Source: an optimization exercise on an open RTL-to-GDS flow (aim: small area and a short achievable clock period). Production flows keep margins and buffers that such runs may drop.
At most, simulation tests tie the RTL to the original design; equivalence was not proved.
Function not checked in runs 1 to 3: the RTL went through the layout flow alone.
Power is estimated from default activity; no workload was simulated.

$ cat config.mk
export PLATFORM = sky130hd
export DESIGN_NAME = exe_stage
export DESIGN_NICKNAME = exe_stage
export VERILOG_FILES = /design/flow/design.v
export SDC_FILE = /design/flow/constraint.sdc
export NUM_CORES = 4
export LEC_CHECK = 0
export CAP_MARGIN = 20
export CORE_MARGIN = 2
export CORE_UTILIZATION = 30
export SLEW_MARGIN = 20
$ cat constraint.sdc
create_clock -name core_clock -period 7.0 [get_ports {clk}]
set_input_delay 1.4000 -clock core_clock [delete_from_list [all_inputs] [get_ports {clk}]]
set_output_delay 1.4000 -clock core_clock [all_outputs]
set_load 0.01 [all_outputs]
$ cat design.v
`timescale 1ns/1ns
package exe_pkg;
    localparam int xlen = 64;
    localparam int ilen = 32;
    localparam int reg_idx_w = 5;
    localparam int shamt_w = 6;
    localparam logic [6:0] opcode_system = 7'b1110011;
    typedef logic [xlen-1:0] data_t;
    typedef logic [ilen-1:0] inst_t;
    typedef logic [reg_idx_w-1:0] reg_idx_t;
    typedef enum logic [3:0] {
        alu_add, alu_sub, alu_and, alu_or, alu_xor,
        alu_slt, alu_sltu, alu_sll, alu_srl, alu_sra
    } alu_op_t;
    typedef enum logic [2:0] {
        cmp_none, cmp_eq, cmp_ne, cmp_lt, cmp_ge, cmp_ltu, cmp_geu
    } cmp_op_t;
    typedef enum logic [1:0] {
        asel_zero, asel_rs1, asel_pc
    } alu_asel_t;
    typedef enum logic [1:0] {
        bsel_zero, bsel_rs2, bsel_imm
    } alu_bsel_t;
    typedef enum logic [1:0] {
        csr_add, csr_or, csr_andnot
    } csr_op_t;
    typedef enum logic {
        csr_asel_zero, csr_asel_csr
    } csr_asel_t;
    typedef enum logic [1:0] {
        csr_bsel_zero, csr_bsel_rs1, csr_bsel_uimm
    } csr_bsel_t;
    typedef struct packed {
        alu_op_t   alu_op;
        cmp_op_t   cmp_op;
        alu_asel_t alu_asel;
        alu_bsel_t alu_bsel;
        csr_op_t   csr_op;
        csr_asel_t csr_asel;
        csr_bsel_t csr_bsel;
        logic      npc_sel;
        reg_idx_t  rd;
        logic      we_reg;
    } exe_ctrl_t;
endpackage
`timescale 1ns/1ns
module pfx_add #(
    parameter int W = 64,
    parameter int KIND = 0
) (
    input  logic [W-1:0] a,
    input  logic [W-1:0] b,
    input  logic         cin,
    output logic [W-1:0] sum,
    output logic [W-1:0] p_o,
    output logic [W-1:0] g_o,
    output logic         cout
);
    localparam int L = $clog2(W);
    logic [W-1:0] p0, g0;
    logic [W-1:0] gg [0:2*L+1];
    logic [W-1:0] pp [0:2*L+1];
    assign p0 = a ^ b;
    assign g0 = a & b;
    assign p_o = p0;
    assign g_o = g0;
    always_comb begin
        gg[0] = g0;
        pp[0] = p0;
        gg[0][0] = g0[0] | (p0[0] & cin);
    end
    genvar l, i;
    generate
        if (KIND == 0) begin : g_sk
            for (l = 0; l < L; l++) begin : lv
                for (i = 0; i < W; i++) begin : bt
                    if ((i >> l) & 1) begin : op
                        localparam int J = ((i >> l) << l) - 1;
                        assign gg[l+1][i] = gg[l][i] | (pp[l][i] & gg[l][J]);
                        assign pp[l+1][i] = pp[l][i] & pp[l][J];
                    end else begin : pass
                        assign gg[l+1][i] = gg[l][i];
                        assign pp[l+1][i] = pp[l][i];
                    end
                end
            end
            for (i = 0; i < W; i++) begin : fin
                assign gg[2*L+1][i] = gg[L][i];
            end
        end else if (KIND == 2) begin : g_ks
            for (l = 0; l < L; l++) begin : lv
                for (i = 0; i < W; i++) begin : bt
                    if (i >= (1 << l)) begin : op
                        assign gg[l+1][i] = gg[l][i] | (pp[l][i] & gg[l][i-(1<<l)]);
                        assign pp[l+1][i] = pp[l][i] & pp[l][i-(1<<l)];
                    end else begin : pass
                        assign gg[l+1][i] = gg[l][i];
                        assign pp[l+1][i] = pp[l][i];
                    end
                end
            end
            for (i = 0; i < W; i++) begin : fin
                assign gg[2*L+1][i] = gg[L][i];
            end
        end else if (KIND == 3) begin : g_hc
            for (i = 0; i < W; i++) begin : l0
                if (i % 2 == 1) begin : op
                    assign gg[1][i] = gg[0][i] | (pp[0][i] & gg[0][i-1]);
                    assign pp[1][i] = pp[0][i] & pp[0][i-1];
                end else begin : pass
                    assign gg[1][i] = gg[0][i];
                    assign pp[1][i] = pp[0][i];
                end
            end
            for (l = 1; l < L; l++) begin : lv
                for (i = 0; i < W; i++) begin : bt
                    if (i % 2 == 1 && i >= (1 << l) + 1) begin : op
                        assign gg[l+1][i] = gg[l][i] | (pp[l][i] & gg[l][i-(1<<l)]);
                        assign pp[l+1][i] = pp[l][i] & pp[l][i-(1<<l)];
                    end else begin : pass
                        assign gg[l+1][i] = gg[l][i];
                        assign pp[l+1][i] = pp[l][i];
                    end
                end
            end
            for (i = 0; i < W; i++) begin : fin
                if (i % 2 == 0 && i > 0) begin : op
                    assign gg[2*L+1][i] = gg[L][i] | (pp[L][i] & gg[L][i-1]);
                end else begin : pass
                    assign gg[2*L+1][i] = gg[L][i];
                end
            end
        end else begin : g_bk
            for (l = 0; l < L; l++) begin : up
                for (i = 0; i < W; i++) begin : bt
                    if ((i + 1) % (2 << l) == 0) begin : op
                        assign gg[l+1][i] = gg[l][i] | (pp[l][i] & gg[l][i-(1<<l)]);
                        assign pp[l+1][i] = pp[l][i] & pp[l][i-(1<<l)];
                    end else begin : pass
                        assign gg[l+1][i] = gg[l][i];
                        assign pp[l+1][i] = pp[l][i];
                    end
                end
            end
            for (l = L - 2; l >= 0; l--) begin : dn
                for (i = 0; i < W; i++) begin : bt
                    if ((i + 1) % (2 << l) == (1 << l) && i >= (2 << l)) begin : op
                        assign gg[2*L-1-l][i] = gg[2*L-2-l][i] | (pp[2*L-2-l][i] & gg[2*L-2-l][i-(1<<l)]);
                        assign pp[2*L-1-l][i] = pp[2*L-2-l][i] & pp[2*L-2-l][i-(1<<l)];
                    end else begin : pass
                        assign gg[2*L-1-l][i] = gg[2*L-2-l][i];
                        assign pp[2*L-1-l][i] = pp[2*L-2-l][i];
                    end
                end
            end
            for (i = 0; i < W; i++) begin : fin
                assign gg[2*L+1][i] = gg[2*L-1][i];
            end
        end
    endgenerate
    assign sum  = p0 ^ {gg[2*L+1][W-2:0], cin};
    assign cout = gg[2*L+1][W-1];
endmodule
module cmp_tree #(
    parameter int W = 64
) (
    input  logic [W-1:0] a,
    input  logic [W-1:0] b,
    output logic         geu,
    output logic         eq
);
    localparam int L = $clog2(W);
    logic [W-1:0] gg [0:L];
    logic [W-1:0] pp [0:L];
    always_comb begin
        gg[0] = a & ~b;
        pp[0] = ~(a ^ b);
        gg[0][0] = a[0] | ~b[0];
    end
    genvar l, i;
    generate
        for (l = 0; l < L; l++) begin : lv
            for (i = 0; i < (W >> (l + 1)); i++) begin : nd
                assign gg[l+1][i] = gg[l][2*i+1] | (pp[l][2*i+1] & gg[l][2*i]);
                assign pp[l+1][i] = pp[l][2*i+1] & pp[l][2*i];
            end
            if (l < L) begin : pad
                assign gg[l+1][W-1:(W >> (l + 1))] = '0;
                assign pp[l+1][W-1:(W >> (l + 1))] = '0;
            end
        end
    endgenerate
    assign geu = gg[L][0];
    assign eq  = pp[L][0];
endmodule
module int_exec #(
    parameter int ADD_KIND = 0
) (
    input  exe_pkg::data_t     pc,
    input  exe_pkg::data_t     rs1_data,
    input  exe_pkg::data_t     rs2_data,
    input  exe_pkg::data_t     imm,
    input  logic [3:0]         alu_op,
    input  logic [1:0]         asel,
    input  logic [1:0]         bsel,
    input  logic [2:0]         cmp_op,
    output exe_pkg::data_t     alu_res,
    output logic               br_taken
);
    exe_pkg::data_t a, b, bx, sum, p, g, shin, shr, shl;
    logic sub, cout, left, fill, lt;
    logic [5:0] sh;
    logic geu, eq, bgeu, blt;
    assign a  = ({64{asel[0]}} & rs1_data) | ({64{asel[1]}} & pc);
    assign b  = ({64{bsel[0]}} & rs2_data) | ({64{bsel[1]}} & imm);
    assign sub = (alu_op == 4'd1) || (alu_op == 4'd5) || (alu_op == 4'd6);
    assign bx = b ^ {64{sub}};
    pfx_add #(.W(64), .KIND(ADD_KIND)) add_i (
        .a(a), .b(bx), .cin(sub), .sum(sum), .p_o(p), .g_o(g), .cout(cout)
    );
    assign lt = (alu_op == 4'd5) ? (~cout ^ a[63] ^ b[63]) : ~cout;
    assign sh   = b[5:0];
    assign left = (alu_op == 4'd7);
    assign fill = (alu_op == 4'd9) & a[63];
    always_comb begin
        for (int k = 0; k < 64; k++) shin[k] = left ? a[63-k] : a[k];
    end
    assign shr = exe_pkg::data_t'($signed({fill, shin}) >>> sh);
    always_comb begin
        for (int k = 0; k < 64; k++) shl[k] = shr[63-k];
    end
    always_comb begin
        casez (alu_op)
            4'b000?: alu_res = sum;
            4'b0010: alu_res = g;
            4'b0011: alu_res = p | g;
            4'b0100: alu_res = p;
            4'b0101,
            4'b0110: alu_res = {63'd0, lt};
            4'b0111: alu_res = shl;
            default: alu_res = shr;
        endcase
    end
    cmp_tree #(.W(64)) cmp_i (.a(rs1_data), .b(rs2_data), .geu(geu), .eq(eq));
    assign bgeu = geu;
    assign blt  = ~geu ^ rs1_data[63] ^ rs2_data[63];
    always_comb begin
        case (cmp_op)
            3'd1:    br_taken = eq;
            3'd2:    br_taken = ~eq;
            3'd3:    br_taken = blt;
            3'd4:    br_taken = ~blt;
            3'd5:    br_taken = ~bgeu;
            3'd0:    br_taken = 1'b0;
            default: br_taken = bgeu;
        endcase
    end
endmodule
`timescale 1ns/1ns
module csr_exec #(
    parameter int ADD_KIND = 1
) (
    input  exe_pkg::inst_t     inst,
    input  exe_pkg::data_t     rs1_data,
    input  exe_pkg::data_t     csr_val,
    input  logic [1:0]         csr_op,
    input  logic               csr_asel,
    input  logic [1:0]         csr_bsel,
    output exe_pkg::data_t     csr_res
);
    exe_pkg::data_t ca, cb, sum, p, g;
    logic cout;
    assign ca = {64{csr_asel}} & csr_val;
    assign cb = ({64{csr_bsel[0]}} & rs1_data) | ({64{csr_bsel[1]}} & {59'd0, inst[19:15]});
    pfx_add #(.W(64), .KIND(ADD_KIND)) add_i (
        .a(ca), .b(cb), .cin(1'b0), .sum(sum), .p_o(p), .g_o(g), .cout(cout)
    );
    always_comb begin
        case (csr_op)
            2'd0:    csr_res = sum;
            2'd1:    csr_res = p | g;
            default: csr_res = ca & ~cb;
        endcase
    end
endmodule
`timescale 1ns/1ns
module exe_commit (
    input  logic                clk,
    input  logic                rst,
    input  logic                in_valid,
    input  logic                hold,
    input  logic                flush,
    input  exe_pkg::data_t      pc,
    input  exe_pkg::inst_t      inst,
    input  logic                npc_sel,
    input  logic [4:0]          rd,
    input  logic                we_reg,
    input  exe_pkg::data_t      alu_res,
    input  exe_pkg::data_t      csr_res,
    input  exe_pkg::data_t      csr_val,
    input  logic                br_taken,
    output logic                out_valid,
    output logic                out_redirect,
    output logic                out_we_reg,
    output exe_pkg::reg_idx_t   out_rd,
    output exe_pkg::data_t      out_pc,
    output exe_pkg::data_t      out_result,
    output exe_pkg::data_t      out_csr_result,
    output exe_pkg::data_t      out_npc
);
    logic           is_csr;
    logic           redirect;
    exe_pkg::data_t result;
    exe_pkg::data_t npc;
    logic [61:0]    pc_inc;
    assign is_csr = (inst[6:0] == exe_pkg::opcode_system) && (inst[14:12] != 3'b000);
    assign result   = is_csr ? csr_val : alu_res;
    assign redirect = npc_sel | br_taken;
    assign pc_inc   = pc[63:2] + 62'd1;
    assign npc      = redirect ? alu_res : {pc_inc, pc[1:0]};
    always_ff @(posedge clk) begin
        if (rst || flush || (!hold && !in_valid)) begin
            out_valid      <= 1'b0;
            out_redirect   <= 1'b0;
            out_we_reg     <= 1'b0;
            out_rd         <= '0;
            out_pc         <= '0;
            out_result     <= '0;
            out_csr_result <= '0;
            out_npc        <= '0;
        end else if (!hold) begin
            out_valid      <= 1'b1;
            out_redirect   <= redirect;
            out_we_reg     <= we_reg;
            out_rd         <= rd;
            out_pc         <= pc;
            out_result     <= result;
            out_csr_result <= csr_res;
            out_npc        <= npc;
        end
    end
endmodule
`timescale 1ns/1ns
module exe_stage (
    input  logic        clk,
    input  logic        rst,
    input  logic        in_valid,
    input  logic        hold,
    input  logic        flush,
    input  logic [63:0] pc,
    input  logic [31:0] inst,
    input  logic [63:0] rs1_data,
    input  logic [63:0] rs2_data,
    input  logic [63:0] imm,
    input  logic [63:0] csr_val,
    input  logic [22:0] ctrl,
    output logic        out_valid,
    output logic        out_redirect,
    output logic        out_we_reg,
    output logic [4:0]  out_rd,
    output logic [63:0] out_pc,
    output logic [63:0] out_result,
    output logic [63:0] out_csr_result,
    output logic [63:0] out_npc
);
    exe_pkg::exe_ctrl_t ctrl_s;
    exe_pkg::data_t     alu_res;
    exe_pkg::data_t     csr_res;
    logic               br_taken;
    assign ctrl_s = exe_pkg::exe_ctrl_t'(ctrl);
    int_exec int_exec_i (
        .pc       (pc),
        .rs1_data (rs1_data),
        .rs2_data (rs2_data),
        .imm      (imm),
        .alu_op   (ctrl[22:19]),
        .asel     (ctrl[15:14]),
        .bsel     (ctrl[13:12]),
        .cmp_op   (ctrl[18:16]),
        .alu_res  (alu_res),
        .br_taken (br_taken)
    );
    csr_exec csr_exec_i (
        .inst     (inst),
        .rs1_data (rs1_data),
        .csr_val  (csr_val),
        .csr_op   (ctrl[11:10]),
        .csr_asel (ctrl[9]),
        .csr_bsel (ctrl[8:7]),
        .csr_res  (csr_res)
    );
    exe_commit exe_commit_i (
        .clk            (clk),
        .rst            (rst),
        .in_valid       (in_valid),
        .hold           (hold),
        .flush          (flush),
        .pc             (pc),
        .inst           (inst),
        .npc_sel        (ctrl_s.npc_sel),
        .rd             (ctrl_s.rd),
        .we_reg         (ctrl_s.we_reg),
        .alu_res        (alu_res),
        .csr_res        (csr_res),
        .csr_val        (csr_val),
        .br_taken       (br_taken),
        .out_valid      (out_valid),
        .out_redirect   (out_redirect),
        .out_we_reg     (out_we_reg),
        .out_rd         (out_rd),
        .out_pc         (out_pc),
        .out_result     (out_result),
        .out_csr_result (out_csr_result),
        .out_npc        (out_npc)
    );
endmodule
$ cat run.sh
#!/bin/bash
# synth_recipe.tcl (not shown) runs the flow's synth.tcl, then flattens the netlist and writes it again
# the make line also repeats each setting of config.mk as NAME=value (left out here)
make -C /OpenROAD-flow-scripts/flow DESIGN_CONFIG=/design/flow/config.mk WORK_HOME=/design/flow/orfs CLKGATE_MAP_FILE= SYNTH_SCRIPT=/design/flow/synth_recipe.tcl finish
==> results of run 1 <==
-- power by group --
| part | switching (mW) | internal, mW | total [mW] |
|---|---|---|---|
| clock | 0.774 | 1.03 | 1.80 |
| combinational | 2.34 | 1.45 | 3.78 |
| sequential | 0.0350 | 1.55 | 1.59 |
-- routing by layer --
layer	routed length, um	share of wire, %	vias to the layer above	track usage (%)
li1	-	-	17270	-
met1	83900	40	19136	44.6
met2	88700	43	2480	52.7
met3	22900	11	442	8.88
met4	12100	5.8	18	17.0
met5	124	0.060	-	0
-- logic make-up after synthesis --
| logic type | count (synthesis) |
|---|---|
| AO/OA/AOI/OAI | 1331 |
| XOR/XNOR | 187 |
| adder cells (fa/ha/maj) | 420 |
| buffers and inverters | 675 |
| flip-flops | 264 |
| multiplexers | 380 |
| AND/OR/NAND/NOR | 1180 |
-- Yosys cell counts, types with 37 or more instances --
| cell type | number | share of area (%) |
|---|---|---|
| nand3_1 | 107 | 1.6 |
| a21o_1 | 57 | 1.3 |
| buf_1 | 44 | 0.49 |
| nand4_1 | 40 | 0.75 |
| buf_2 | 37 | 0.55 |
| o211ai_1 | 54 | 1.2 |
| clkbuf_1 | 205 | 2.3 |
| ha_1 | 382 | 14 |
| nand2_1 | 356 | 4.0 |
| xnor2_1 | 127 | 3.3 |
| a22oi_1 | 97 | 2.2 |
| a22o_1 | 93 | 2.4 |
| fa_1 | 38 | 2.3 |
| and2_1 | 73 | 1.4 |
| mux2_2 | 59 | 2.0 |
| xor2_1 | 60 | 1.6 |
| a21oi_1 | 383 | 5.7 |
| dfxtp_1 | 264 | 16 |
| o21ai_0 | 242 | 3.6 |
| nor3_1 | 39 | 0.58 |
| mux2i_1 | 295 | 8.8 |
| inv_1 | 364 | 4.1 |
| nor2_1 | 416 | 4.7 |
| a211oi_1 | 86 | 1.9 |
-- cell type report --
class	count	area [um2]
diodes	5	12.5
clock buffers	40	840
clock inverters	13	208
fillers	11533	66300
inverters	367	1380
multi-input cells	3498	25700
flip-flops and latches	264	5290
well taps	1488	1860
repair buffers	984	9240
-- through the flow --
| step | total power [mW] | instance area (um2) | util, % | hold slack [ns] |
|---|---|---|---|---|
| detailed placement | 5.26 | 43400 | 39.2 | 0.436 |
| global placement | 5.25 | 43400 | 39.2 | 0.434 |
| floorplan | 3.48 | 33500 | - | 0.467 |
| finish | 7.17 | 44500 | 40.2 | 0.454 |
| CTS | 7.04 | 44500 | 40.2 | 0.454 |
| global route | 7.38 | 44500 | 40.2 | 0.487 |
-- how the worst max path moves through the flow --
stage | slack [ns] | to | from | depth (start not counted)
5_1_grt | 0.46 | exe_commit_i.out_csr_result[62]$_SDFFE_PP0N_ | rs1_data[0] | 24
3_3_place_gp | 0.07 | exe_commit_i.out_result[17]$_SDFFE_PP0N_ | ctrl[21] | 22
2_1_floorplan | 1.01 | exe_commit_i.out_csr_result[51]$_SDFFE_PP0N_ | ctrl[7] | 22
3_5_place_dp | 0.03 | exe_commit_i.out_npc[17]$_SDFFE_PP0N_ | ctrl[19] | 21
4_1_cts | 0.65 | exe_commit_i.out_npc[17]$_SDFFE_PP0N_ | ctrl[19] | 21
6_report | 0.48 | exe_commit_i.out_npc[17]$_SDFFE_PP0N_ | ctrl[21] | 21
-- worst min-delay path, delay by kind of cell, from the launching register on --
kind	cells	cell delay [ns]
simple gates	2	0.09
flops	1	0.31
==> summary.md, run 1 <==
| Metric | Value |
|---|---|
| MaxCap Viol Count | `0` |
| Adder-Cell Fraction of Synth Area | `16.5%` |
| Root buf cell | `clkbuf_16` |
| Die Width | `338 um` |
| Iteration count of the initial detailed-routing pass | `6` |
| LEAKAGE | `19.7 nW` |
| Minimum clock period | `6.52 ns` |
| Number of global-route vias before repair | `36539` |
| HP Start | `exe_commit_i.out_npc[5]$_SDFFE_PP0N_` |
| Synthesized Nets | `5237` |
| Seq/Total Area, Yosys | `15.8%` |
| Worst hold path type | `flop to flop` |
| Layout Skew | `0 ns` |
| Total congestion overflow | `0` |
| Die span in y | `338 um` |
| Final worst slack | `0.484 ns` |
| Hold-critical path endpoint | `exe_commit_i.out_npc[5]$_SDFFE_PP0N_` |
| Worst Path Required | `7.51 ns` |
| RSZ-0062 raised after global routing | `no` |
| CTS max path bufs | `3` |
| Routed WL | `208000 um` |
| Fraction of registers with async set/reset | `0%` |
| Worst-Margin Slew | `1.11 ns` |
| Setup TNS | `0 ns` |
| Final Setup Violations | `0` |
| ANT nets after route | `0` |
| Area of the core | `111000 um2` |
| Crit path top cell by count | `buf_4` |
| Via density | `5.91` |
| Largest net degree at the start of global routing | `147` |
| CP max stage delay | `0.96 ns` |
| Initial antenna violation count | `18` |
| Yosys reg bits | `264` |
| Layout cells sized above 1 | `10.7%` |
| # resized after CTS | `0` |
| CTS tree | `built` |
| CP Capture Type | `flop` |
| P per Cell Area | `161 nW/um2` |
| # rows | `122` |
| Hpwl dp | `170000 um` |
| Synth unique cells | `94` |
| H-tree depth | `1` |
| Relative slew slack | `24.3%` |
| Commonest non-fill, non-tap cell in the layout | `clkdlybuf4s50_1` |
| Synthesized instance count | `4437` |
| Fmax | `153 MHz` |
| Clk Latency, worst-skew pair | `0.62 ns` |
| Largest family of logic cells by synthesized area | `compound AO/OA/AOI/OAI gates` |
| Worst hold stages | `2` |
| Final hold viol count | `0` |
| Die area | `114000 um2` |
| Fin nets | `5945` |
| Total GRT Usage | `34.4%` |
| Prevailing post-synth register cell | `dfxtp_1` |
| WL/cell | `31.2 um` |
| VDD IR max | `0.000216 V` |
| CP Data Arrival Time | `7.03 ns` |
| Dpl cells | `6601` |
| Worst path cell trace | `clkdlybuf4s50_1, nand3b_1, a21oi_4, buf_4, xnor2_1, ha_1, a21oi_1, o21ai_0, a31o_2, a2111oi_1, buf_4, nor2_1, fa_1, nor3b_1, a2111oi_0, buf_4, o21ai_0, o221ai_1, buf_4, nand2_1, a32o_1` |
| # DRC | `0` |
| Critical Path Fanout Max | `5` |
| CP delay by family, top | `compound AO/OA/AOI/OAI gates` |
| RR Startpoint | `exe_commit_i.out_result[61]$_SDFFE_PP0N_` |
| Xor/xnor share of the synthesized area | `4.89%` |
| Status | `complete, no violations` |
| Reg clk slew, reported paths | `0.07 ns` |
| Non-Filler Instances | `6659` |
| Worst r2r dst | `exe_commit_i.out_result[61]$_SDFFE_PP0N_` |
| Routability congestion estimate | `1.06` |
| Slowest cell on crit path | `a2111oi_0` |
| Commonest non-fill, non-tap cells in the layout | `616 x clkdlybuf4s50_1, 413 x nor2_1, 382 x a21oi_1, 382 x ha_1, 363 x inv_1` |
| Num CTS Buffers | `30` |
| Area Overhead vs Synth | `32.8%` |
| Crit path buf inv count | `5` |
| Starting density of the core | `30.2%` |
| Post-synthesis compound-gate area fraction | `26.4%` |
| R2R Setup Slk | `6.03 ns` |
| Mux share of post-synthesis cell area | `12.4%` |
| Worst reg2reg path depth | `3` |
| IO Pins | `644` |
| Syn avg cell area | `7.56 um2` |
| Fin. max-slew vios | `0` |
| Iter 0 DRT Violations | `5099` |
| Synthesized cell area | `33500 um2` |
| Yosys Warn Count | `2454` |
| Number of flops mapped to enable cells by yosys | `0` |
| First-pass GRT wire length | `285000 um` |
| Fin crit share | `93.1%` |
| I/O Buffers | `626` |
| CP Class | `input port to flop` |
| Post-CTS setup buffer count | `0` |
| Vias | `39346` |
| Startpoint types | `input port` |
| Hold_buf cts | `0` |
| Post-Synth Simple-Gate Area | `16.0%` |
| Sink Count | `264` |
| Pre-CTS setup slack | `0.0315 ns` |
==> run 2: changes to the inputs <==
--- a/design.v
+++ b/design.v
@@ -311,32 +311,26 @@
     logic           is_csr;
     logic           redirect;
-    exe_pkg::data_t result;
-    exe_pkg::data_t npc;
     logic [61:0]    pc_inc;
     assign is_csr = (inst[6:0] == exe_pkg::opcode_system) && (inst[14:12] != 3'b000);
-    assign result   = is_csr ? csr_val : alu_res;
     assign redirect = npc_sel | br_taken;
     assign pc_inc   = pc[63:2] + 62'd1;
-    assign npc      = redirect ? alu_res : {pc_inc, pc[1:0]};
+    logic keep, load, ld_alu_r, ld_csr_r, ld_red, ld_inc;
+    assign keep = hold & ~rst & ~flush;
+    assign load = ~hold & in_valid & ~rst & ~flush;
+    assign ld_csr_r = load & is_csr;
+    assign ld_alu_r = load & ~is_csr;
+    assign ld_red   = load & redirect;
+    assign ld_inc   = load & ~redirect;
     always_ff @(posedge clk) begin
-        if (rst || flush || (!hold && !in_valid)) begin
-            out_valid      <= 1'b0;
-            out_redirect   <= 1'b0;
-            out_we_reg     <= 1'b0;
-            out_rd         <= '0;
-            out_pc         <= '0;
-            out_result     <= '0;
-            out_csr_result <= '0;
-            out_npc        <= '0;
-        end else if (!hold) begin
-            out_valid      <= 1'b1;
-            out_redirect   <= redirect;
-            out_we_reg     <= we_reg;
-            out_rd         <= rd;
-            out_pc         <= pc;
-            out_result     <= result;
-            out_csr_result <= csr_res;
-            out_npc        <= npc;
-        end
+        out_valid      <= (out_valid & keep) | load;
+        out_redirect   <= (out_redirect & keep) | ld_red;
+        out_we_reg     <= (out_we_reg & keep) | (we_reg & load);
+        out_rd         <= (out_rd & {5{keep}}) | (rd & {5{load}});
+        out_pc         <= (out_pc & {64{keep}}) | (pc & {64{load}});
+        out_result     <= (out_result & {64{keep}}) | (csr_val & {64{ld_csr_r}})
+                          | (alu_res & {64{ld_alu_r}});
+        out_csr_result <= (out_csr_result & {64{keep}}) | (csr_res & {64{load}});
+        out_npc        <= (out_npc & {64{keep}}) | (alu_res & {64{ld_red}})
+                          | ({pc_inc, pc[1:0]} & {64{ld_inc}});
     end
 endmodule
==> flow/run.sh (new file) <==
#!/bin/bash
# Standard ORFS layout (the standard.sh), with the port buffers made of
# sky130_fd_sc_hd__buf_1 instead of the default delay buffer.
set -euo pipefail
cd "$(dirname "$0")/.."
bash standard.sh "BUFFER_PORTS_ARGS=-buffer_cell sky130_fd_sc_hd__buf_1" finish > make_finish.log 2>&1
==> standard.sh (new file) <==
#!/bin/bash
# synth_recipe.tcl (not shown) runs the flow's synth.tcl, then flattens the netlist and writes it again
# the make line also repeats each setting of config.mk as NAME=value (left out here)
make -C /OpenROAD-flow-scripts/flow DESIGN_CONFIG=/design/flow/config.mk WORK_HOME=/design/flow/orfs CLKGATE_MAP_FILE= SYNTH_SCRIPT=/design/flow/synth_recipe.tcl "${@:-finish}"
--- a/config.mk
+++ b/config.mk
@@ -6,6 +6,7 @@
 export NUM_CORES = 4
 export LEC_CHECK = 0
+export ABC_AREA = 1
 export CAP_MARGIN = 20
 export CORE_MARGIN = 2
-export CORE_UTILIZATION = 30
+export CORE_UTILIZATION = 45
 export SLEW_MARGIN = 20
removed: run.sh
==> run 2 against run 1 <==
  * Final area fell by 14%
  * Worst hold slack got worse by 0.0025 ns
  * Synthesized cell count increased by 28%
  * Non-clock buffer count down 269
  * Largest cell class unchanged
  * Largest power group unchanged
  * Highest routed layer unchanged
==> summary.md, run 2 <==
| Metric | Value |
|---|---|
| Die Width | `278 um (-18%)` |
| ANT nets after route | `0 (unchanged)` |
| RR Startpoint | `exe_commit_i.out_npc[50]$_DFF_P_` |
| Iter 0 DRT Violations | `6630 (+30%)` |
| Seq/Total Area, Yosys | `15.6% (-0.13 points)` |
| Crit. Startpoint | `ctrl[19]` |
| Die span in y | `278 um (-18%)` |
| Critical Path Stages | `26 (+24%)` |
| Syn avg cell area | `5.96 um2 (-21%)` |
| Most frequent cell after synthesis | `nand2_1` |
| HP Start | `exe_commit_i.out_redirect$_DFF_P_` |
| Relative slew slack | `22.3% (-2.0 points)` |
| CP Class | `input port to flop` |
| Fin nets | `6916 (+16%)` |
| Commonest non-fill, non-tap cell in the layout | `nand2_1` |
| RSZ-0062 raised after global routing | `no` |
| Minimum clock period | `5.75 ns (-0.769 ns)` |
| Layout cells sized above 1 | `3.60% (-7.1 points)` |
| Synth area leader | `nand2_1` |
| Slowest cell on crit path | `a2111oi_0` |
| Critical Path Fanout Max | `13 (+8)` |
| Largest net degree at the start of global routing | `170 (+16%)` |
| Final Setup Violations | `0 (unchanged)` |
| # rows | `100 (-18%)` |
| Yosys Warn Count | `2454 (unchanged)` |
| Reg clk slew, reported paths | `0.06 ns (about the same)` |
| Hold slack | `0.451 ns (-0.00255 ns)` |
| Dpl cells | `7048 (+6.8%)` |
| Fin. max-slew vios | `0 (unchanged)` |
| Worst-Margin Slew | `1.16 ns (+0.0577 ns)` |
| Vias | `43586 (+11%)` |
| Hold_buf cts | `0 (unchanged)` |
| Non-Filler Instances | `7127 (+7.0%)` |
| CP Data Arrival Time | `6.20 ns (-0.83 ns)` |
| Yosys reg bits | `264 (unchanged)` |
| Total GRT Usage | `49.1% (+15 points)` |
| Number of flops mapped to enable cells by yosys | `0 (unchanged)` |
| CP max stage delay | `0.66 ns (-0.30 ns)` |
| Yosys top cell area share | `21.1% (+5.3 points)` |
| Crit path buf inv count | `5 (unchanged)` |
| P per Cell Area | `167 nW/um2 (+3.9%)` |
| Routability congestion estimate | `1.14 (+7.7%)` |
| Status | `complete, no violations` |
| # DRC | `0 (unchanged)` |
| Synthesized cell area | `33800 um2 (+0.83%)` |
| Clk Latency, worst-skew pair | `0.56 ns (-0.06 ns)` |
| Synthesized Nets | `6468 (+24%)` |
| Worst reg2reg path depth | `4 (+1)` |
| First-pass GRT wire length | `275000 um (-3.5%)` |
| Crit path top cell by count | `nand2_1` |
| I/O Buffers | `626 (unchanged)` |
| Synth cell count leaders | `1898 x nand2_1, 859 x nand3_1, 660 x inv_1, 382 x ha_1, 292 x o21ai_0` |
| Startpoint types | `input port` |
| Final hold viol count | `0 (unchanged)` |
| LEAKAGE | `19.5 nW (-1.3%)` |
| Synth unique cells | `64 (-32%)` |
| Starting density of the core | `45.4% (+15 points)` |
| CTS max path bufs | `3 (unchanged)` |
| Num CTS Buffers | `34 (+13%)` |
| CP delay by family, top | `simple AND/OR/NAND/NOR gates` |
| CTS tree | `built` |
| Via density | `6.12 (+3.5%)` |
| Routed WL | `199000 um (-4.3%)` |
| Worst Path Required | `7.45 ns (-0.06 ns)` |
| MaxCap Viol Count | `0 (unchanged)` |
| Initial antenna violation count | `26 (+8)` |
| Total congestion overflow | `0 (unchanged)` |
| Hpwl dp | `160000 um (-5.9%)` |
| Post-CTS setup buffer count | `0 (unchanged)` |
| Sink Count | `264 (unchanged)` |
| Prevailing post-synth register cell | `dfxtp_1` |
| Fraction of registers with async set/reset | `0% (unchanged)` |
| Root buf cell | `clkbuf_16` |
| Final Util | `51.1% (+11 points)` |
| IO Pins | `644 (unchanged)` |
| Worst hold stages | `1 (-1)` |
| Area of the core | `74400 um2 (-33%)` |
| Fmax | `174 MHz (+13%)` |
| Number of global-route vias before repair | `38586 (+5.6%)` |
| VDD IR max | `0.000172 V (-20%)` |
| Die area | `77300 um2 (-32%)` |
| Top post-synthesis cells by area | `nand2_1 21%, dfxtp_1 16%, ha_1 14%, nand3_1 13%, inv_1 7.3%` |
| Commonest non-fill, non-tap cells in the layout | `1893 x nand2_1, 858 x nand3_1, 657 x inv_1, 620 x buf_1, 382 x ha_1` |
| Setup TNS | `0 ns (unchanged)` |
| CP Capture Type | `flop` |
| Iteration count of the initial detailed-routing pass | `7 (+1)` |
| Worst hold path type | `flop to flop` |
| Area Overhead vs Synth | `12.6%` |
| # resized after CTS | `0 (unchanged)` |
| Fin crit share | `82.1% (-11 points)` |
| H-tree depth | `2 (+1)` |
| Layout Skew | `0 ns (unchanged)` |
| WL/cell | `27.9 um (-11%)` |
| Synthesized instance count | `5668 (+28%)` |
==> run 2: cell types whose count changed in the layout (fill, tap and decap cells not counted), sizes merged, moves of 65 or more <==
cell           delta
a211oi           -65
a21oi           -197
a22o             -81
a22oi           -100
and2             -72
buf             +341
clkdlybuf4s50   -616
inv             +311
mux2i           -297
nand2          +1549
nand3           +754
nand4            +76
nor2            -256
==> run 2: worst paths after layout <==
path / endpoint / slack (ns)
max: exe_commit_i.out_result[33]$_DFF_P_ / 1.25
min: exe_commit_i.out_redirect$_DFF_P_ / 0.45
max reg2reg: exe_commit_i.out_npc[50]$_DFF_P_ / 6.11
min reg2reg: exe_commit_i.out_redirect$_DFF_P_ / 0.45
==> run 2: worst register-to-register path: cells and delay by family (launching register included) <==
family	cells	cell delay, ns
buf+inv	1	0.04
flops	1	0.54
simple gates	3	0.24
==> run 2: final cells by class <==
cell class,count,area (um2)
fillers,8117,36400
multi-input cells,4422,24700
flip-flops and latches,264,5290
repair buffers,715,3140
inverters,679,2560
well taps,969,1210
clock buffers,49,1020
clock inverters,11,115
diodes,18,45.0
==> run 2: layer usage <==
metal  part of all wire, %  track usage [%]
met5                  0.17             1.81
met1                    38             64.0
met3                    15             17.4
met2                    39             67.7
met4                   7.9             31.5
==> run 2: power by group <==
| part | switching [mW] | internal (mW) | leakage, nW | total [mW] |
|---|---|---|---|---|
| Clock | 0.768 | 1.09 | 0.561 | 1.86 |
| Sequential | 0.0252 | 1.54 | 2.14 | 1.56 |
| Combinational | 2.15 | 0.790 | 16.8 | 2.94 |
==> run 2: stage by stage <==
stage / worst slack [ns] / power, mW / instance area (um2)
floorplan: 2.11 / 3.30 / 33800
global placement: 1.03 / 4.37 / 36900
detailed placement: 1.01 / 4.38 / 36900
CTS: 1.58 / 6.21 / 38000
global route: 0.999 / 6.60 / 38000
finish: 1.25 / 6.37 / 38100
==> run 2: logic make-up (layout without fill, tap and decap cells) <==
group	after synthesis	after routing	synth area share (%)
compound gates	708	708	12.4
buf+inv	982	1454	11.7
flops	264	264	15.6
other cells	0	18	0
simple gates	3141	3141	39.9
fa+ha+maj	420	420	16.4
xor+xnor	153	153	3.96
==> run 3: changes to the inputs <==
--- a/config.mk
+++ b/config.mk
@@ -10,3 +10,5 @@
 export CORE_MARGIN = 2
 export CORE_UTILIZATION = 45
+export SETUP_SLACK_MARGIN = 2.5
 export SLEW_MARGIN = 20
+export TNS_END_PERCENT = 0
==> run 3 against run 2 <==
  * Global-route usage increased by 0.85 points
  * Still clean
  * Utilization is 2.1 points higher
  * Total power rose by 3.2%
  * Via count grew 1.6%
  * Largest cell class unchanged
  * Worst setup slack improved by 1.0 ns
  * Final cell count grew 0.53%
==> summary.md, run 3 <==
| Metric | Value |
|---|---|
| Status | `complete, no violations` |
| Total GRT Usage | `49.9% (+0.85 points)` |
| Synth area leader | `nand2_1` |
| Worst hold path type | `flop to flop` |
| Area Overhead vs Synth | `17.1%` |
| Starting density of the core | `45.4% (unchanged)` |
| Crit path buf inv count | `4 (-1)` |
| Fin nets | `6957 (+0.59%)` |
| Hold_buf cts | `0 (unchanged)` |
| Number of global-route vias before repair | `39557 (+2.5%)` |
| Worst-Margin Slew | `1.24 ns (+0.0790 ns)` |
| Clk Latency, worst-skew pair | `0.57 ns (about the same)` |
| Root buf cell | `clkbuf_16` |
| H-tree depth | `2 (unchanged)` |
| Crit. Startpoint | `ctrl[14]` |
| Placed inst area | `37000 um2 (+0.31%)` |
| Top post-synthesis cells by area | `nand2_1 21%, dfxtp_1 16%, ha_1 14%, nand3_1 13%, inv_1 7.3%` |
| Initial antenna violation count | `21 (-19%)` |
| Hpwl dp | `163000 um (+1.9%)` |
| CP Data Arrival Time | `5.23 ns (-0.97 ns)` |
| Die Width | `278 um (unchanged)` |
| Routed WL | `203000 um (+2.3%)` |
| P per Cell Area | `166 nW/um2 (-0.75%)` |
| Synthesized cell area | `33800 um2 (unchanged)` |
| Final worst slack | `2.29 ns (+1.03 ns)` |
| Layout cells sized above 1 | `7.10% (+3.5 points)` |
| CP delay by family, top | `simple AND/OR/NAND/NOR gates` |
| Reg clk slew, reported paths | `0.06 ns (about the same)` |
| RR Startpoint | `exe_commit_i.out_npc[51]$_DFF_P_` |
| Pre-CTS setup slack | `0.837 ns (-0.176 ns)` |
| Final hold viol count | `0 (unchanged)` |
| Yosys reg bits | `264 (unchanged)` |
| RSZ-0062 raised after global routing | `yes` |
| LEAKAGE | `19.9 nW (+2.5%)` |
| Worst path cell trace | `clkbuf_2, buf_6, nand2_1, nand2_1, inv_1, nand2_1, nand3_1, nand3_1, nand3_1, nand3_1, nand3_1, nand3_1, nand3_1, nand3_1, nand2_1, inv_1, nand2_1, nand3_1` |
| Number of flops mapped to enable cells by yosys | `0 (unchanged)` |
| Die area | `77300 um2 (unchanged)` |
| Fin crit share | `67.3% (-15 points)` |
| Total power | `6.57 mW (+3.2%)` |
| Sink Count | `264 (unchanged)` |
| Vias | `44280 (+1.6%)` |
| Fraction of registers with async set/reset | `0% (unchanged)` |
| Design Area, Final | `39600 um2 (+4.0%)` |
| ANT nets after route | `0 (unchanged)` |
| Synth unique cells | `64 (unchanged)` |
| Layout Skew | `0 ns (unchanged)` |
| Total congestion overflow | `0 (unchanged)` |
| CTS tree | `built` |
| Hold slack | `0.455 ns (+0.00335 ns)` |
| Yosys top cell area share | `21.1% (unchanged)` |
| Setup TNS | `0 ns (unchanged)` |
| Largest net degree at the start of global routing | `171 (+0.59%)` |
| Commonest non-fill, non-tap cell in the layout | `nand2_1` |
| Crit path top cell by count | `nand3_1` |
| IO Pins | `644 (unchanged)` |
| Fin. max-slew vios | `0 (unchanged)` |
| Die span in y | `278 um (unchanged)` |
| Yosys Warn Count | `2454 (unchanged)` |
| Worst Path Required | `7.51 ns (+0.06 ns)` |
| Via density | `6.18 (+1.1%)` |
| # DRC | `0 (unchanged)` |
| Startpoint types | `input port` |
| MaxCap Viol Count | `0 (unchanged)` |
| CP max stage delay | `0.39 ns (-0.27 ns)` |
| Relative slew slack | `17.0% (-5.3 points)` |
| # rows | `100 (unchanged)` |
| Prevailing post-synth register cell | `dfxtp_1` |
| Synth cell count leaders | `1898 x nand2_1, 859 x nand3_1, 660 x inv_1, 382 x ha_1, 292 x o21ai_0` |
| CP Capture Type | `flop` |
| Synthesized instance count | `5668 (unchanged)` |
| Fill cells | `8142 (+0.31%)` |
| VDD IR max | `0.000166 V (-3.5%)` |
| CTS max path bufs | `3 (unchanged)` |
| Critical Path Fanout Max | `40 (+27)` |
| Non-Filler Instances | `7165 (+0.53%)` |
| Synthesized Nets | `6468 (unchanged)` |
| Routability congestion estimate | `1.14 (+0.17%)` |
| Num CTS Buffers | `35 (+2.9%)` |
| Seq/Total Area, Yosys | `15.6% (unchanged)` |
| CP Class | `input port to flop` |
| I/O Buffers | `626 (unchanged)` |
| Dpl cells | `7047 (-0.014%)` |
| Iteration count of the initial detailed-routing pass | `10 (+3)` |
| Slowest cell on crit path | `nand2_1` |
| Minimum clock period | `4.71 ns (-1.03 ns)` |
| First-pass GRT wire length | `280000 um (+1.9%)` |
| Syn avg cell area | `5.96 um2 (unchanged)` |
| Final Setup Violations | `0 (unchanged)` |
| Area of the core | `74400 um2 (unchanged)` |
| Iter 0 DRT Violations | `7124 (+7.5%)` |
| WL/cell | `28.4 um (+1.8%)` |
| Fmax | `212 MHz (+22%)` |
| Commonest non-fill, non-tap cells in the layout | `1846 x nand2_1, 847 x nand3_1, 645 x inv_1, 608 x buf_1, 364 x ha_1` |
| HP Start | `exe_commit_i.out_csr_result[15]$_DFF_P_` |
| Final Util | `53.2% (+2.1 points)` |
| Most frequent cell after synthesis | `nand2_1` |
-- run 3: area by class of cell --
cell class,instances,area (um2),area share [%]
Antenna cell,15,37.5,0.0948
Clock buffer,49,1020,2.58
Clock inverter,12,106,0.269
Inverter,679,2590,6.54
Multi-Input combinational cell,4422,25600,64.7
Sequential cell,264,5290,13.3
Tap cell,969,1210,3.06
Timing Repair Buffer,754,3730,9.42
Timing Repair inverter,1,5.00,0.0126
-- run 3: final timing paths --
kind	end	slack, ns	depth (start not counted)
worst max-delay path	exe_commit_i.out_npc[29]$_DFF_P_	2.29	18
worst min register to register	exe_commit_i.out_csr_result[15]$_DFF_P_	0.45	2
worst max register to register	exe_commit_i.out_npc[51]$_DFF_P_	6.11	4
worst min-delay path	exe_commit_i.out_csr_result[15]$_DFF_P_	0.45	2
-- run 3: repair_timing --
| action | 4_1_cts | 5_1_grt |
|---|---|---|
| resized for setup | 107 | 191 |
| pin swaps | 8 | 32 |
| endpoints found under the setup margin | 157 | 151 |
| gates cloned | 0 | 4 |
| buffers inserted | 12 | 26 |
-- run 3: cells by family (layout without fill, tap and decap cells) --
logic type / count (synthesis) / in the layout / synth area share, %
simple gates: 3141 / 3141 / 39.9
buf+inv: 982 / 1495 / 11.7
compound gates: 708 / 708 / 12.4
fa+ha+maj: 420 / 420 / 16.4
flops: 264 / 264 / 15.6
xor+xnor: 153 / 153 / 3.96
other cells: 0 / 15 / 0
-- run 3: tightest hold or removal path, cell delays in order, from the launching register on --
cell	delay [ns]
dfxtp_1	0.31
nand2_1	0.06
nand2_1	0.05
-- run 3: metal layers --
layer / track usage [%] / vias up / part of all wire [%]
li1: - / 19548 / -
met3: 15.3 / 613 / 15
met2: 68.3 / 3369 / 39
met5: 0 / - / 0.040
met1: 65.5 / 20738 / 38
met4: 36.8 / 12 / 8.7
-- run 3: power breakdown --
group / switching, mW / internal (mW) / total (mW)
clock: 0.790 / 1.06 / 1.85
combinational: 2.27 / 0.895 / 3.16
sequential: 0.0246 / 1.54 / 1.56
==> run 4: changes to the inputs <==
--- a/design.v
+++ b/design.v
@@ -57,5 +57,5 @@
     output logic         cout
 );
-    localparam int L = $clog2(W);
+    localparam int L = 6;
     logic [W-1:0] p0, g0;
     logic [W-1:0] gg [0:2*L+1];
@@ -170,5 +170,5 @@
     output logic         eq
 );
-    localparam int L = $clog2(W);
+    localparam int L = 6;
     logic [W-1:0] gg [0:L];
     logic [W-1:0] pp [0:L];
--- a/config.mk
+++ b/config.mk
@@ -10,5 +10,5 @@
 export CORE_MARGIN = 2
 export CORE_UTILIZATION = 45
-export SETUP_SLACK_MARGIN = 2.5
+export SETUP_SLACK_MARGIN = 3.5
 export SLEW_MARGIN = 20
 export TNS_END_PERCENT = 0
==> run 4 against run 3 <==
  * Via count rose by 0.26%
  * Total power up 1.5%
  * Worst hold slack got worse by 0.0042 ns
  * Clock skew did not move
  * Largest power group unchanged
==> summary.md, run 4 <==
| Metric | Value |
|---|---|
| Status | `complete, no violations` |
| Synth cell count leaders | `1898 x nand2_1, 859 x nand3_1, 660 x inv_1, 382 x ha_1, 292 x o21ai_0` |
| Routability congestion estimate | `1.21 (+6.0%)` |
| CP Class | `input port to flop` |
| CP Data Arrival Time | `4.88 ns (-0.35 ns)` |
| ANT nets after route | `0 (unchanged)` |
| H-tree depth | `2 (unchanged)` |
| CTS tree | `built` |
| Fmax | `229 MHz (+7.8%)` |
| IO Pins | `644 (unchanged)` |
| Final Setup Violations | `0 (unchanged)` |
| WL/cell | `28.5 um (+0.42%)` |
| Layout cells sized above 1 | `9.07% (+2.0 points)` |
| Starting density of the core | `45.4% (unchanged)` |
| Iter 0 DRT Violations | `6867 (-3.6%)` |
| Commonest non-fill, non-tap cell in the layout | `nand2_1` |
| Largest net degree at the start of global routing | `102 (-40%)` |
| Worst hold path type | `flop to flop` |
| Switching Power | `3.12 mW (+1.3%)` |
| Final hold viol count | `0 (unchanged)` |
| Pint | `3.55 mW (+1.7%)` |
| Fin crit share | `62.5% (-4.8 points)` |
| Via density | `6.18 (about the same)` |
| Most frequent cell after synthesis | `nand2_1` |
| P per Cell Area | `164 nW/um2 (-1.0%)` |
| Final Util | `54.5% (+1.4 points)` |
| Clk pwr share | `27.5% (-0.6 points)` |
| Yosys reg bits | `264 (unchanged)` |
| Hpwl dp | `162000 um (-1.0%)` |
| Fraction of registers with async set/reset | `0% (unchanged)` |
| Num CTS Buffers | `34 (-2.9%)` |
| Area of the core | `74400 um2 (unchanged)` |
| RR Startpoint | `exe_commit_i.out_npc[43]$_DFF_P_` |
| Synthesized cell area | `33800 um2 (unchanged)` |
| Syn avg cell area | `5.96 um2 (unchanged)` |
| Synthesized instance count | `5668 (unchanged)` |
| First-pass GRT wire length | `284000 um (+1.4%)` |
| Iteration count of the initial detailed-routing pass | `9 (-1)` |
| Synthesized Nets | `6468 (unchanged)` |
| Relative slew slack | `29.2% (+12 points)` |
| RSZ-0062 raised after global routing | `yes` |
| I/O Buffers | `626 (unchanged)` |
| Yosys Warn Count | `2454 (unchanged)` |
| Root buf cell | `clkbuf_16` |
| Top post-synthesis cells by area | `nand2_1 21%, dfxtp_1 16%, ha_1 14%, nand3_1 13%, inv_1 7.3%` |
| Met1 Wirelength | `76500 um (-0.81%)` |
| Die Width | `278 um (unchanged)` |
| Met3 wire len | `29700 um (+0.60%)` |
| Flop pwr share | `23.4% (-0.4 points)` |
| Worst Path Required | `7.50 ns (about the same)` |
| Hold-critical path endpoint | `exe_commit_i.out_redirect$_DFF_P_` |
| LEAKAGE | `20.3 nW (+1.8%)` |
| Number of global-route vias before repair | `40021 (+1.2%)` |
| Die area | `77300 um2 (unchanged)` |
| CTS max path bufs | `3 (unchanged)` |
| Die span in y | `278 um (unchanged)` |
| Fin nets | `6984 (+0.39%)` |
| Minimum clock period | `4.37 ns (-0.339 ns)` |
| Worst-Margin Slew | `1.06 ns (-0.181 ns)` |
| Seq/Total Area, Yosys | `15.6% (unchanged)` |
| HP Start | `exe_commit_i.out_redirect$_DFF_P_` |
| Sw frac | `46.8% (-0.11 points)` |
| # rows | `100 (unchanged)` |
| Total congestion overflow | `0 (unchanged)` |
| Routed WL | `205000 um (+0.72%)` |
| MaxCap Viol Count | `0 (unchanged)` |
| WL met2 | `79200 um (+0.16%)` |
| Layout Skew | `0 ns (unchanged)` |
| Vias | `44394 (+0.26%)` |
| Initial antenna violation count | `18 (-14%)` |
| Worst reg2reg path depth | `4 (unchanged)` |
| Startpoint types | `input port` |
| Critical Path Fanout Max | `30 (-25%)` |
| Highest Signal Layer | `met5` |
| Worst r2r dst | `exe_commit_i.out_npc[43]$_DFF_P_` |
| CP Capture Type | `flop` |
| Hold slack | `0.450 ns (-0.00419 ns)` |
| Comb power frac | `49.0% (+0.9 points)` |
| Reg clk slew, reported paths | `0.06 ns (about the same)` |
| Number of flops mapped to enable cells by yosys | `0 (unchanged)` |
| Fin. max-slew vios | `0 (unchanged)` |
| Sink Count | `264 (unchanged)` |
| # DRC | `0 (unchanged)` |
| Synth unique cells | `64 (unchanged)` |
| Yosys top cell area share | `21.1% (unchanged)` |
| R2R Setup Slk | `6.18 ns (+0.07 ns)` |
| Clk Latency, worst-skew pair | `0.58 ns (about the same)` |
| Synth area leader | `nand2_1` |
| Area Overhead vs Synth | `20.1%` |
| Total GRT Usage | `50.8% (+0.91 points)` |
| Setup TNS | `0 ns (unchanged)` |
| VDD IR max | `0.000154 V (-7.5%)` |
| Commonest non-fill, non-tap cells in the layout | `1818 x nand2_1, 841 x nand3_1, 631 x inv_1, 599 x buf_1, 352 x ha_1` |
| Prevailing post-synth register cell | `dfxtp_1` |
| Worst hold stages | `1 (-1)` |
[run 4: cell types whose count changed in the layout (fill, tap and decap cells not counted), sizes merged]
cell    delta
bufinv     +1
nand2      +4
clkinv     -3
bufbuf     +1
nor2       +2
buf       +27
inv        +3
diode      -3
clkbuf    -11
[run 4: final cells by class]
cell class / instances / area (um2)
clock inverters: 12 / 135
well taps: 969 / 1210
flip-flops and latches: 264 / 5290
clock buffers: 45 / 962
diodes: 12 / 30.0
multi-input cells: 4428 / 26300
repair inverters: 2 / 13.8
fillers: 7917 / 33800
inverters: 679 / 2610
repair buffers: 775 / 4040
[run 4: worst max-delay path by stage]
stage | to | start | slack [ns]
after floorplan | exe_commit_i.out_csr_result[62]$_DFF_P_ | ctrl[9] | 2.51
after global placement | exe_commit_i.out_result[49]$_DFF_P_ | ctrl[12] | 1.0
after detailed placement | exe_commit_i.out_result[33]$_DFF_P_ | ctrl[19] | 0.99
after CTS | exe_commit_i.out_result[16]$_DFF_P_ | ctrl[19] | 2.88
after global routing | exe_commit_i.out_csr_result[62]$_DFF_P_ | rs1_data[0] | 2.62
final | exe_commit_i.out_npc[33]$_DFF_P_ | ctrl[14] | 2.63
[run 4: cells by family (layout without fill, tap and decap cells)]
family          after synthesis  in the layout  synth area share (%)
compound gates              708            708                  12.4
fa+ha+maj                   420            420                  16.4
xor+xnor                    153            153                  3.96
simple gates               3141           3147                  39.9
other cells                   0             12                     0
flops                       264            264                  15.6
buf+inv                     982           1513                  11.7
[run 4: per-stage QoR]
| stage | setup slack (ns) | power [mW] | cell area [um2] | instances |
|---|---|---|---|---|
| finish | 2.63 | 6.67 | 40600 | 7186 |
| global route | 2.62 | 6.89 | 40600 | 7176 |
| global placement | 0.997 | 4.35 | 37000 | 7042 |
| detailed placement | 0.987 | 4.37 | 37000 | 7042 |
| floorplan | 2.51 | 3.33 | 34100 | 5668 |
| CTS | 2.88 | 6.45 | 40300 | 7172 |
[run 4: timing repair]
item	in CTS	in global routing
buffers inserted	60	2
gates cloned	13	0
hold buffers	0	0
resized for setup	365	65
endpoints found under the setup margin	187	217
pin swaps	72	30
[run 4: critical path, stage by stage]
cell       delay, ns
clkbuf_2        0.18
buf_6           0.25
nand2_1         0.23
nand2_4         0.28
ha_1            0.29
inv_1           0.06
o21ai_1         0.06
nand2_1         0.08
nand2_2         0.08
nand2_2         0.08
nand2_4         0.10
nand2_4         0.10
nand2_8         0.09
nand2_8         0.11
nand2_4         0.08
fa_2            0.35
inv_2           0.09
nand2_1         0.07
a21oi_2         0.22
a2111oi_4       0.07
a21oi_4         0.38
nand2_1         0.10
nand3_1         0.08
[run 4: power groups by stage]
stage | logic, mW | registers, mW | clock network (mW)
after floorplan | 1.72 | 1.61 | 0
after global placement | 2.76 | 1.59 | 0
after detailed placement | 2.77 | 1.59 | 0
after CTS | 3.06 | 1.56 | 1.83
after global routing | 3.44 | 1.57 | 1.88
final | 3.27 | 1.56 | 1.84
[run 4: metal layers]
| metal | global-route usage [%] | vias up |
|---|---|---|
| met5 | 1.50 | - |
| met4 | 38.3 | 22 |
| met3 | 18.6 | 708 |
| met2 | 70.1 | 3388 |
| met1 | 63.9 | 20673 |
| li1 | - | 19603 |
==> run 5: changes to the inputs <==
--- a/config.mk
+++ b/config.mk
@@ -6,9 +6,9 @@
 export NUM_CORES = 4
 export LEC_CHECK = 0
-export ABC_AREA = 1
+export ABC_AREA = 0
 export CAP_MARGIN = 20
 export CORE_MARGIN = 2
 export CORE_UTILIZATION = 45
-export SETUP_SLACK_MARGIN = 3.5
+export SETUP_SLACK_MARGIN = 2.5
 export SLEW_MARGIN = 20
 export TNS_END_PERCENT = 0
==> run 5 against run 4 <==
  * Combinational power shrank 11%
  * Critical endpoint is now exe_commit_i.out_npc[50]$_DFF_P_
  * Sequential share of layout area grew 1.4 points
  * Clock-buffer cell count shrank 10
  * Largest power group unchanged
  * Maximum frequency shrank 21%
  * Critical path depth shrank 8
==> summary.md, run 5 <==
| Metric | Value |
|---|---|
| Status | `complete, no violations` |
| Yosys Warn Count | `2454 (unchanged)` |
| Synthesized instance count | `4055 (-28%)` |
| Reg clk slew, reported paths | `0.06 ns (about the same)` |
| Total GRT Usage | `42.6% (-8.3 points)` |
| Starting density of the core | `45.5% (+0.12 points)` |
| Worst path cell trace | `buf_2, buf_4, and4b_4, buf_4, buf_4, mux2_2, mux2i_1, mux2i_1, mux4_2, a222oi_1, nor2_1, a21oi_1, a221oi_1, a21oi_1, a221o_1` |
| Final worst slack | `1.44 ns (-1.19 ns)` |
| Clk pwr share | `25.0% (-2.5 points)` |
| Hpwl dp | `129000 um (-20%)` |
| Final Setup Violations | `0 (unchanged)` |
| CP max stage delay | `0.60 ns (+0.22 ns)` |
| Num CTS Buffers | `27 (-21%)` |
| Fin crit share | `79.5% (+17 points)` |
| CP Data Arrival Time | `6.07 ns (+1.19 ns)` |
| Iter 0 DRT Violations | `4574 (-33%)` |
| Synthesized Nets | `4855 (-25%)` |
| IO Pins | `644 (unchanged)` |
| H-tree depth | `1 (-1)` |
| Sw frac | `43.6% (-3.2 points)` |
| # rows | `96 (-4.0%)` |
| Largest net degree at the start of global routing | `181 (+77%)` |
| First-pass GRT wire length | `223000 um (-21%)` |
| I/O Buffers | `626 (unchanged)` |
| CTS max path bufs | `3 (unchanged)` |
| Crit path top cell by count | `buf_4` |
| Root buf cell | `clkbuf_16` |
| Fin. max-slew vios | `0 (unchanged)` |
| Final hold viol count | `0 (unchanged)` |
| Yosys top cell area share | `16.9% (-4.2 points)` |
| Pint | `3.36 mW (-5.3%)` |
| CP Class | `input port to flop` |
| Worst Path Required | `7.50 ns (about the same)` |
| Hold_buf cts | `0 (unchanged)` |
| Critical Path Fanout Max | `24 (-20%)` |
| P per Cell Area | `162 nW/um2 (-1.2%)` |
| Commonest non-fill, non-tap cells in the layout | `603 x buf_1, 388 x nand2_1, 377 x ha_1, 371 x inv_1, 283 x o21ai_0` |
| Synth area leader | `dfxtp_1` |
| Top post-synthesis cells by area | `dfxtp_1 17%, ha_1 15%, mux2i_1 6.6%, nand2_1 4.7%, o21ai_0 4.6%` |
| Iteration count of the initial detailed-routing pass | `7 (-2)` |
| Commonest non-fill, non-tap cell in the layout | `buf_1` |
| Worst hold path type | `flop to flop` |
| Seq/Total Area, Yosys | `16.9% (+1.3 points)` |
| Most frequent cell after synthesis | `nand2_1` |
| Flop pwr share | `26.2% (+2.8 points)` |
| Layout Skew | `0 ns (unchanged)` |
| Switching Power | `2.60 mW (-17%)` |
| Area Overhead vs Synth | `17.3%` |
| MaxCap Viol Count | `0 (unchanged)` |
| Comb power frac | `48.8% (-0.2 points)` |
| Die Width | `268 um (-3.7%)` |
| Clk Latency, worst-skew pair | `0.56 ns (-0.02 ns)` |
| Prevailing post-synth register cell | `dfxtp_1` |
| Routed WL | `160000 um (-22%)` |
| Area of the core | `68700 um2 (-7.7%)` |
| Synth cell count leaders | `390 x nand2_1, 382 x ha_1, 371 x inv_1, 288 x o21ai_0, 265 x a21oi_1` |
| VDD IR max | `0.000140 V (-9.0%)` |
| LEAKAGE | `16.0 nW (-21%)` |
| Startpoint types | `input port` |
| ANT nets after route | `0 (unchanged)` |
| Relative slew slack | `24.8% (-4.4 points)` |
| Worst-Margin Slew | `1.12 ns (+0.0539 ns)` |
| Dpl cells | `5489 (-22%)` |
| Number of flops mapped to enable cells by yosys | `0 (unchanged)` |
| Number of global-route vias before repair | `31527 (-21%)` |
| Die area | `71600 um2 (-7.4%)` |
| # DRC | `0 (unchanged)` |
| Routability congestion estimate | `1.08 (-11%)` |
| CP Capture Type | `flop` |
| Sink Count | `264 (unchanged)` |
| Syn avg cell area | `7.71 um2 (+29%)` |
| WL/cell | `28.8 um (+0.90%)` |
| CTS tree | `built` |
| Synthesized cell area | `31300 um2 (-7.5%)` |
| RSZ-0062 raised after global routing | `yes` |
| Fraction of registers with async set/reset | `0% (unchanged)` |
| Yosys reg bits | `264 (unchanged)` |
| Synth unique cells | `86 (+34%)` |
| Layout cells sized above 1 | `8.80% (-0.27 points)` |
| Fmax | `180 MHz (-21%)` |
| Total congestion overflow | `0 (unchanged)` |
| Slowest cell on crit path | `and4b_4` |
| Minimum clock period | `5.56 ns (+1.19 ns)` |
| Pre-CTS setup slack | `0.173 ns (-0.813 ns)` |
| Non-Filler Instances | `5576 (-22%)` |
| Vias | `35243 (-21%)` |
| Initial antenna violation count | `13 (-5)` |
| Fin nets | `5419 (-22%)` |
| Die span in y | `268 um (-3.7%)` |
| Setup TNS | `0 ns (unchanged)` |
| Via density | `6.32 (+2.3%)` |
run 5: cell types whose count changed in the layout (fill, tap and decap cells not counted), sizes merged, moves of 79 or more:
cell   change
a21oi     +79
mux2i    +206
a22oi    +130
nand4     -90
nand2   -1519
inv      -307
a22o     +143
nand3    -812
run 5: power groups by stage:
stage	Sequential [mW]	Clock [mW]	Combinational, mW
floorplan	1.61	0	1.66
global placement	1.59	0	2.70
detailed placement	1.59	0	2.71
CTS	1.56	1.49	2.76
global route	1.56	1.55	3.07
finish	1.56	1.49	2.91
run 5: what timing repair did:
item,CTS,global route
setup buffers,13,18
pin swaps,20,11
resized for setup,81,26
gates cloned,1,0
endpoints found under the setup margin,176,172
run 5: final cells by class:
cell class              count  area [um2]
diodes                      9        22.5
inverters                 371        1390
repair buffers            809        4030
flip-flops and latches    264        5290
clock buffers              35         746
fillers                  6994       32000
multi-input cells        3146       23900
clock inverters            11         120
well taps                 931        1160
run 5: cells by family (layout without fill, tap and decap cells):
family | count (synthesis) | count (layout) | share of synthesized area (%)
flip-flops | 264 | 264 | 16.9
XOR/XNOR | 199 | 199 | 5.57
buffers and inverters | 645 | 1226 | 8.14
other | 0 | 9 | 0
AO/OA/AOI/OAI | 1327 | 1327 | 28.8
adder cells (fa/ha/maj) | 420 | 420 | 17.7
AND/OR/NAND/NOR | 928 | 928 | 13.5
multiplexers | 272 | 272 | 9.37
run 5: critical path, delay by kind of cell:
family	cells	cell delay [ns]
AO/OA/AOI/OAI	5	1.59
multiplexers	4	1.42
buffers and inverters	4	0.93
AND/OR/NAND/NOR	2	0.70
run 5: path summary, 6_finish.rpt:
kind	to	cells after the start	slack, ns	from
hold reg to reg	exe_commit_i.out_npc[1]$_DFF_P_	2	0.44	exe_commit_i.out_npc[1]$_DFF_P_
setup reg to reg	exe_commit_i.out_npc[53]$_DFF_P_	1	6.09	exe_commit_i.out_npc[53]$_DFF_P_
hold / removal	exe_commit_i.out_npc[1]$_DFF_P_	2	0.44	exe_commit_i.out_npc[1]$_DFF_P_
setup / recovery	exe_commit_i.out_npc[50]$_DFF_P_	15	1.44	ctrl[22]
run 5: stage by stage:
stage	util [%]	instance area, um2	total power, mW	hold WS, ns
global route	53.4	36700	6.18	0.455
CTS	53.0	36400	5.81	0.442
floorplan	-	31400	3.26	0.463
finish	53.4	36700	5.96	0.444
global placement	51.0	35000	4.30	0.425
detailed placement	51.0	35000	4.30	0.433
run 5: metal layers:
metal / wire length (um) / part of all wire, % / track usage (%)
met1: 65200 / 41 / 57.6
met4: 8400 / 5.2 / 18.9
met5: 78 / 0.049 / 0
met3: 18800 / 12 / 9.43
met2: 67900 / 42 / 64.5

==> what the ideal ports hide <==
Ports are ideal in the flow. The routed layouts listed here were re-timed in OpenROAD.
Step 1 assumes that a clkbuf_16 drives the clock port and a buf_2 every other input.
Step 2 adds t to the input delays and takes it off the output delays; t is the mean of the earliest and latest rising clock arrival at the registers after step 1. Input paths then give back, and output paths get back, about the clock's delay inside the block.
Three values: ideal, step 1, step 2; two values: the first two.
run | t, ns | setup slack, ns | worst slew at a driven data input, ns
run 1 | 0.697 | 0.484 / 0.521 / -0.176 | 0.19
run 2 | 0.627 | 1.253 / 1.296 / 0.669 | 0.14
run 3 | 0.633 | 2.286 / 2.299 / 1.666 | 0.13
run 4 | 0.645 | 2.625 / 2.536 / 1.891 | 0.23
run 5 | 0.621 | 1.437 / 1.476 / 0.854 | 0.13
Met with ideal ports but missed after step 2: setup timing in run 1. The setup slack of run 4, which loses most, moves by -0.089 ns with the drivers and by -0.734 ns with both steps.
